Source: an optimization exercise on an open RTL-to-GDS flow (aim: small area). Production flows keep margins and buffers that such runs may drop. In this exercise RTL edits were held to simulation tests only and were not proved equivalent to the original. Power and IR drop assume default switching activity.

==> design.v <==
package param_bus_datapath_pkg;
  localparam int SRC_HI     = 0;
  localparam int SRC_LO     = 1;
  localparam int SRC_ZHI    = 2;
  localparam int SRC_ZLO    = 3;
  localparam int SRC_PC     = 4;
  localparam int SRC_MDR    = 5;
  localparam int SRC_INPORT = 6;
  localparam int SRC_CSEXT  = 7;
  localparam int SRC_EXT    = 8;
  localparam int SRC_COUNT  = 9;
  localparam logic [1:0] CON_EQZ = 2'b00;
  localparam logic [1:0] CON_NEZ = 2'b01;
  localparam logic [1:0] CON_POS = 2'b10;
  localparam logic [1:0] CON_NEG = 2'b11;
  typedef enum logic [1:0] {
    MEM_IDLE = 2'd0,
    MEM_RD   = 2'd1,
    MEM_WR   = 2'd2
  } mem_state_e;
  function automatic integer src_w(input integer nreg);
    src_w = $clog2(nreg + SRC_COUNT);
  endfunction
endpackage
import param_bus_datapath_pkg::*;
module mem_if_fsm #(
  parameter int MAX_WAIT = 15
) (
  input  logic clk,
  input  logic clr,
  input  logic mem_rd,
  input  logic mem_wr,
  input  logic mem_ack,
  output logic mem_req,
  output logic mem_we,
  output logic mem_busy,
  output logic mem_done,
  output logic mem_err,
  output logic mem_idle,
  output logic rd_active
);
  localparam int CNT_W = (MAX_WAIT < 2) ? 1 : $clog2(MAX_WAIT);
  localparam logic [CNT_W-1:0] CNT_LAST = CNT_W'(MAX_WAIT - 1);
  param_bus_datapath_pkg::mem_state_e state_q, state_d;
  logic [CNT_W-1:0] cnt_q, cnt_d;
  logic             req_q, req_d;
  logic             we_q, we_d;
  logic             done_q, done_d;
  logic             err_q, err_d;
  always_comb begin
    state_d = state_q;
    cnt_d   = cnt_q;
    done_d  = 1'b0;
    err_d   = err_q;
    case (state_q)
      MEM_IDLE: begin
        cnt_d = '0;
        if (mem_rd && mem_wr) begin
          err_d = 1'b1;
        end else if (mem_rd) begin
          state_d = MEM_RD;
        end else if (mem_wr) begin
          state_d = MEM_WR;
        end
      end
      MEM_RD, MEM_WR: begin
        if (mem_ack) begin
          state_d = MEM_IDLE;
          done_d  = 1'b1;
        end else if (cnt_q == CNT_LAST) begin
          state_d = MEM_IDLE;
          err_d   = 1'b1;
        end else begin
          cnt_d = cnt_q + 1'b1;
        end
      end
      default: state_d = MEM_IDLE;
    endcase
    req_d = (state_d != MEM_IDLE);
    we_d  = (state_d == MEM_WR);
  end
  always_ff @(posedge clk or negedge clr) begin
    if (!clr) begin
      state_q <= MEM_IDLE;
      cnt_q   <= '0;
      req_q   <= 1'b0;
      we_q    <= 1'b0;
      done_q  <= 1'b0;
      err_q   <= 1'b0;
    end else begin
      state_q <= state_d;
      cnt_q   <= cnt_d;
      req_q   <= req_d;
      we_q    <= we_d;
      done_q  <= done_d;
      err_q   <= err_d;
    end
  end
  assign mem_req   = req_q;
  assign mem_we    = we_q;
  assign mem_done  = done_q;
  assign mem_err   = err_q;
  assign mem_busy  = (state_q != MEM_IDLE);
  assign mem_idle  = (state_q == MEM_IDLE);
  assign rd_active = (state_q == MEM_RD);
endmodule
import param_bus_datapath_pkg::*;
module param_bus_datapath #(
  parameter  int DATA_W   = 32,
  parameter  int NREG     = 16,
  parameter  int ADDR_W   = 9,
  parameter  int MAX_WAIT = 15,
  localparam int SRC_W    = param_bus_datapath_pkg::src_w(NREG)
) (
  input  logic                clk,
  input  logic                clr,
  input  logic [SRC_W-1:0]    bus_src,
  input  logic [NREG-1:0]     reg_in,
  input  logic                hi_in,
  input  logic                lo_in,
  input  logic                pc_in,
  input  logic                ir_in,
  input  logic                y_in,
  input  logic                z_in,
  input  logic                mar_in,
  input  logic                mdr_in,
  input  logic                con_in,
  input  logic                out_in,
  input  logic                ba_mode,
  input  logic [DATA_W-1:0]   ext_bus,
  output logic [DATA_W-1:0]   alu_a,
  output logic [DATA_W-1:0]   alu_b,
  input  logic [2*DATA_W-1:0] alu_res,
  input  logic                mem_rd,
  input  logic                mem_wr,
  output logic                mem_req,
  output logic                mem_we,
  output logic [ADDR_W-1:0]   mem_addr,
  output logic [DATA_W-1:0]   mem_wdata,
  input  logic [DATA_W-1:0]   mem_rdata,
  input  logic                mem_ack,
  output logic                mem_busy,
  output logic                mem_done,
  output logic                mem_err,
  input  logic [DATA_W-1:0]   in_data,
  input  logic                in_strobe,
  output logic [DATA_W-1:0]   out_port,
  output logic [DATA_W-1:0]   ir_out,
  output logic                con_out
);
  localparam logic [SRC_W-1:0] CODE_HI     = SRC_W'(NREG + SRC_HI);
  localparam logic [SRC_W-1:0] CODE_LO     = SRC_W'(NREG + SRC_LO);
  localparam logic [SRC_W-1:0] CODE_ZHI    = SRC_W'(NREG + SRC_ZHI);
  localparam logic [SRC_W-1:0] CODE_ZLO    = SRC_W'(NREG + SRC_ZLO);
  localparam logic [SRC_W-1:0] CODE_PC     = SRC_W'(NREG + SRC_PC);
  localparam logic [SRC_W-1:0] CODE_MDR    = SRC_W'(NREG + SRC_MDR);
  localparam logic [SRC_W-1:0] CODE_INPORT = SRC_W'(NREG + SRC_INPORT);
  localparam logic [SRC_W-1:0] CODE_CSEXT  = SRC_W'(NREG + SRC_CSEXT);
  localparam logic [SRC_W-1:0] CODE_EXT    = SRC_W'(NREG + SRC_EXT);
  logic [DATA_W-1:0]   regs_q [NREG];
  logic [DATA_W-1:0]   regs_d [NREG];
  logic [DATA_W-1:0]   hi_q, hi_d, lo_q, lo_d, pc_q, pc_d, ir_q, ir_d;
  logic [DATA_W-1:0]   y_q, y_d, mar_q, mar_d, mdr_q, mdr_d;
  logic [DATA_W-1:0]   inport_q, inport_d, out_q, out_d;
  logic [2*DATA_W-1:0] z_q, z_d;
  logic                con_q, con_d;
  logic [DATA_W-1:0]   bus;
  logic [DATA_W-1:0]   csext;
  logic                con_cond;
  logic                mem_idle;
  logic                rd_active;
  logic                rd_capture;
  logic                mar_unused;
  assign csext = {{(DATA_W-19){ir_q[18]}}, ir_q[18:0]};
  always_comb begin
    bus = '0;
    for (int i = 0; i < NREG; i++) begin
      if (bus_src == SRC_W'(i)) bus = regs_q[i];
    end
    if (ba_mode && (bus_src == '0)) bus = '0;
    case (bus_src)
      CODE_HI:     bus = hi_q;
      CODE_LO:     bus = lo_q;
      CODE_ZHI:    bus = z_q[2*DATA_W-1:DATA_W];
      CODE_ZLO:    bus = z_q[DATA_W-1:0];
      CODE_PC:     bus = pc_q;
      CODE_MDR:    bus = mdr_q;
      CODE_INPORT: bus = inport_q;
      CODE_CSEXT:  bus = csext;
      CODE_EXT:    bus = ext_bus;
      default:     ;
    endcase
  end
  always_comb begin
    con_cond = 1'b0;
    case (ir_q[20:19])
      CON_EQZ: con_cond = (bus == '0);
      CON_NEZ: con_cond = (bus != '0);
      CON_POS: con_cond = ~bus[DATA_W-1];
      CON_NEG: con_cond = bus[DATA_W-1];
      default: con_cond = 1'b0;
    endcase
  end
  always_comb begin
    for (int i = 0; i < NREG; i++) begin
      regs_d[i] = reg_in[i] ? bus : regs_q[i];
    end
    hi_d     = hi_in ? bus : hi_q;
    lo_d     = lo_in ? bus : lo_q;
    pc_d     = pc_in ? bus : pc_q;
    ir_d     = ir_in ? bus : ir_q;
    y_d      = y_in  ? bus : y_q;
    z_d      = z_in  ? alu_res : z_q;
    out_d    = out_in ? bus : out_q;
    inport_d = in_strobe ? in_data : inport_q;
    con_d    = con_in ? con_cond : con_q;
    mar_d    = (mar_in && mem_idle) ? bus : mar_q;
    mdr_d    = mdr_q;
    if (rd_capture) begin
      mdr_d = mem_rdata;
    end else if (mdr_in && !rd_active) begin
      mdr_d = bus;
    end
  end
  always_ff @(posedge clk or negedge clr) begin
    if (!clr) begin
      for (int i = 0; i < NREG; i++) regs_q[i] <= '0;
      hi_q     <= '0;
      lo_q     <= '0;
      pc_q     <= '0;
      ir_q     <= '0;
      y_q      <= '0;
      z_q      <= '0;
      mar_q    <= '0;
      mdr_q    <= '0;
      inport_q <= '0;
      out_q    <= '0;
      con_q    <= 1'b0;
    end else begin
      for (int i = 0; i < NREG; i++) regs_q[i] <= regs_d[i];
      hi_q     <= hi_d;
      lo_q     <= lo_d;
      pc_q     <= pc_d;
      ir_q     <= ir_d;
      y_q      <= y_d;
      z_q      <= z_d;
      mar_q    <= mar_d;
      mdr_q    <= mdr_d;
      inport_q <= inport_d;
      out_q    <= out_d;
      con_q    <= con_d;
    end
  end
  mem_if_fsm #(
    .MAX_WAIT (MAX_WAIT)
  ) u_mem_if_fsm (
    .clk       (clk),
    .clr       (clr),
    .mem_rd    (mem_rd),
    .mem_wr    (mem_wr),
    .mem_ack   (mem_ack),
    .mem_req   (mem_req),
    .mem_we    (mem_we),
    .mem_busy  (mem_busy),
    .mem_done  (mem_done),
    .mem_err   (mem_err),
    .mem_idle  (mem_idle),
    .rd_active (rd_active)
  );
  assign rd_capture = rd_active && mem_ack;
  assign mar_unused = ^mar_q[DATA_W-1:ADDR_W];
  assign alu_a     = y_q;
  assign alu_b     = bus;
  assign mem_addr  = mar_q[ADDR_W-1:0];
  assign mem_wdata = mdr_q;
  assign out_port  = out_q;
  assign ir_out    = ir_q;
  assign con_out   = con_q;
endmodule
==> run.sh <==
#!/bin/bash
# synth_recipe.tcl (not shown) runs the flow's synth.tcl, then flattens the netlist and writes it again
# the make line also repeats each setting of config.mk as NAME=value (left out here)
make -C /OpenROAD-flow-scripts/flow DESIGN_CONFIG=/design/flow/config.mk WORK_HOME=/design/flow/orfs CLKGATE_MAP_FILE= SYNTH_SCRIPT=/design/flow/synth_recipe.tcl finish
==> config.mk <==
export PLATFORM = sky130hd
export DESIGN_NAME = param_bus_datapath
export DESIGN_NICKNAME = param_bus_datapath
export VERILOG_FILES = /design/flow/design.v
export SDC_FILE = /design/flow/constraint.sdc
export NUM_CORES = 4
export LEC_CHECK = 0
export CAP_MARGIN = 20
export CORE_MARGIN = 2
export CORE_UTILIZATION = 40
export SETUP_SLACK_MARGIN = 0.2
export SLEW_MARGIN = 20
==> constraint.sdc <==
create_clock -name core_clock -period 5.0 [get_ports {clk}]
set_input_delay 1.0000 -clock core_clock [delete_from_list [all_inputs] [get_ports {clk}]]
set_output_delay 1.0000 -clock core_clock [all_outputs]
set_load 0.01 [all_outputs]
==> flow_metrics.py <==
metrics = {
    "clock_network": {
        "cts_hold_buffers": 0,
        "numClockSinks": 852,
        "clkTransAtPathRegs_ns": 0.06,
        "htreeDepth": 3,
        "clockBufferDepth": 3,
        "clk_latency_ns": 0.66,
        "cts_buffers": 93,
        "cts-root-buf": "clkbuf_16",
        "cts_tree": "yes",
    },
    "logic_synthesis": {
        "yosysUniqueCellTypes": 105,
        "synth_compound_area_share_pct": 20.1,
        "synth_top_family_by_area": "compound AO/OA/AOI/OAI gates",
        "synth_xor_xnor_area_share_pct": 0.0459,
        "synth-seq-cells": 852,
        "synth_nets": 4113,
        "async_flop_share_pct": 100,
        "synthAdderAreaFrac_pct": 0.216,
        "yosysSeqAreaShare_pct": 55.8,
        "netlist_instances": 3910,
        "synthesis.area_sq_um": 38200,
        "synthMuxAreaShare_pct": 4.70,
        "synth_area_per_cell_sq_um": 9.76,
        "synth_ff_type": "dfrtp_1",
        "synth-edff-count": 0,
        "yosys_warnings": 4,
        "synthSimpleGateAreaFrac_pct": 14.3,
    },
    "flow_run": {
        "maxCapViolations": 0,
    },
    "sta": {
        "setup_viol": 0,
        "whs_ns": 0.345,
        "tightest_slew_ns": 1.08,
        "relSlewSlack_pct": 28.2,
        "setup-tns-final_ns": 0,
        "hold_viol": 0,
        "drv_slew": 0,
        "finalCriticalPeriod_ns": 4.80,
        "fmax_mhz": 209,
        "grt_setup_unrepaired": "false",
        "fin_skew_ns": 0.0179,
        "period_share_pct": 95.9,
        "layout_setup_ws_ns": 0.204,
    },
    "floorplan": {
        "pin_count": 373,
        "fp.dieW_microns": 313,
        "start_util_pct": 40.3,
        "rows": 113,
        "fp.dieH_microns": 313,
        "die_area_sq_um": 97900,
        "core_area_sq_um": 94700,
    },
    "worst_setup_path": {
        "rr_worst_depth": 15,
        "crit_required_ns": 4.00,
        "cp_max_fo": 31,
        "reg2reg_from": "regs_q[2][9]$_DFFE_PN0P_",
        "cp-end-kind": "output pin",
        "reg2reg_slack_ns": 1.33,
        "arrival_ns": 3.80,
        "start_kind": "primary input",
        "crit-reg2reg-capture": "con_q$_DFFE_PN0P_",
        "crit_type": "primary input to output pin",
    },
    "route": {
        "finalWirelength_microns": 153000,
        "drt_iter0_markers": 3810,
        "firstDrtPassIters": 8,
        "wl_per_cell_microns": 27.1,
        "routed_via_density": 5.92,
        "drc": 0,
        "num_vias": 33500,
        "final_antenna_net_count": 0,
    },
    "placement": {
        "dpl_worst_slack_ns": -0.0988,
        "hpwlAfterDp_microns": 106000,
        "dp.cells": 5470,
        "place_congestion": 0.967,
        "io_buffers": 372,
    },
    "global_routing": {
        "antenna_found_initial": 11,
        "first_global_vias": 32100,
        "grt_usage_pct": 30.6,
        "gr-total-overflow": 0,
        "grt_pass1_wl_microns": 222000,
        "grt_max_degree": 104,
    },
    "cells_and_area": {
        "layout_commonest_cell": "dfrtp_1",
        "instances_no_fill": 5652,
        "nNetsFinal": 4507,
        "drive_gt1_share_pct": 15.9,
        "final_cell_mix": "dfrtp_1, a21oi_1, nor2_1",
        "fillers": 8795,
        "syn_to_final_growth_pct": 25.2,
    },
    "pwr": {
        "power_density_nw_per_um2": 436,
        "p_leak_nw": 20.6,
        "peakVddDrop_v": 0.000281,
        "p_total_mw": 20.8,
    },
    "status": {
        "outcome": "complete, no violations",
    },
    "hold_path": {
        "min_path_type": "primary input to async pin",
    },
}
-- cell usage after synthesis, types with 10 or more instances --
master	instances	area share, %
dfrtp_1	852	56
a21oi_1	792	10
nor2_1	790	7.8
clkbuf_1	251	2.5
a22oi_1	105	2.1
mux2_2	104	3.1
o21ai_0	93	1.2
nand3_1	77	1.0
nand2_1	70	0.69
buf_2	68	0.89
and3_1	59	0.97
inv_1	45	0.44
mux2i_1	43	1.1
buf_1	30	0.29
o22ai_1	28	0.46
nand4_1	26	0.43
nor3_1	25	0.33
a22o_1	23	0.53
nand3b_1	20	0.39
a2111oi_0	18	0.41
nor2b_1	18	0.29
a211oi_1	16	0.31
a222oi_1	16	0.42
buf_6	16	0.47
o211ai_1	15	0.29
a221o_1	14	0.37
a221oi_1	14	0.32
and2_1	14	0.23
buf_4	12	0.24
o2bb2ai_1	12	0.28
and3b_1	11	0.25
nand2b_1	11	0.18
or3_1	11	0.18
a21o_1	10	0.20
a31oi_1	10	0.16
o221ai_1	10	0.23
-- cell families (layout without fill, tap and decap cells) --
kind of cell               Yosys count  count (layout)
DFF                                852             852
and+or+nand+nor                   1192            1192
xor gates and xnor gates             2               2
AOI/OAI and AO/OA                 1272            1272
muxes                              157             157
buffers and inverters              428             897
other                                0               8
adders and majority gates            7               7
-- metal layers --
metal	up-vias	track usage (%)	part of all wire [%]
li1	14600	-	-
met1	16800	41.9	40
met2	1710	48.6	47
met3	314	5.19	8.5
met4	8	12.2	4.1
met5	-	0	0.041
-- flip-flops by register name, summed over array words and instances, names as in the netlist, 4 cells and up --
name / flops
pc_q: 32
ir_q: 32
z_q: 64
inport_q: 32
regs_q: 512
mdr_q: 32
mar_q: 9
y_q: 32
lo_q: 32
u_mem_if_fsm.cnt_q: 4
hi_q: 32
out_q: 32
-- per-stage QoR --
stage               cell area (sq um)  util [%]
floorplan                       38200         -
global placement                44400      46.8
detailed placement              44400      46.9
CTS                             47700      50.4
global route                    47800      50.5
finish                          47800      50.5
-- layout make-up --
type | count | area [sq um] | share of cell area, %
antenna | 8 | 20.0 | 0.0419
clock buffer | 128 | 2670 | 5.59
clock inverter | 42 | 546 | 1.14
inverter | 51 | 191 | 0.400
multi-input combinational | 2630 | 15200 | 31.8
sequential | 852 | 21300 | 44.6
tap | 1265 | 1580 | 3.31
timing repair buffer | 676 | 6260 | 13.1
-- worst max-delay path, cell delays in order --
cell             delay, ns
clkbuf_4              0.22
buf_4                 0.25
buf_4                 0.17
nor3b_2               0.06
buf_12                0.17
and3_1                0.19
a2111oi_1             0.55
nand3_1               0.33
a21oi_4               0.28
inv_1                 0.06
clkdlybuf4s50_1       0.48
-- where the power goes --
group | total (mW) | leakage [nW] | switching, mW | internal (mW)
clock | 7.28 | 1.57 | 2.97 | 4.31
combinational | 4.60 | 8.96 | 2.68 | 1.93
sequential | 8.95 | 10.1 | 0.852 | 8.10
-- repair_timing --
item,in CTS,in global routing
gates cloned,1,0
endpoints found under the setup margin,14,19
pin swaps,2,9
hold endpoints to repair,0,0
setup buffers,0,3
resized for setup,19,14
-- worst max-delay path by stage --
| stage | depth (start not counted) | start | to |
|---|---|---|---|
| 3_3_place_gp | 11 | bus_src[1] | alu_b[10] |
| 5_1_grt | 11 | bus_src[0] | alu_b[23] |
| 4_1_cts | 11 | bus_src[1] | alu_b[10] |
| 6_report | 11 | bus_src[2] | alu_b[24] |
| 2_1_floorplan | 13 | bus_src[1] | alu_b[26] |
| 3_5_place_dp | 11 | bus_src[1] | alu_b[10] |

==> re-timing with driven ports <==
In the flow no input, the clock included, has a driving cell. The finished layout below was timed again as built, in two steps.
Step 1, drivers: a clkbuf_16 drives clk and a buf_2 each remaining input, both assumed.
Step 2 moves the port delays by t, midway between the first and last clock arrival at a register: inputs arrive t later, outputs are due t later. That takes back most of the time a late clock gives input paths.
Slacks: no drivers / after step 1 / after step 2; pairs: no drivers / after step 1.
t (ns): 0.722
setup slack, ns: 0.204 / 0.134 / 0.134
worst data-port slew with drivers (ns): 0.10
After both steps this run still meets setup and hold. For this run, drivers alone change the setup slack by -0.070 ns; drivers and shift together by -0.070 ns.
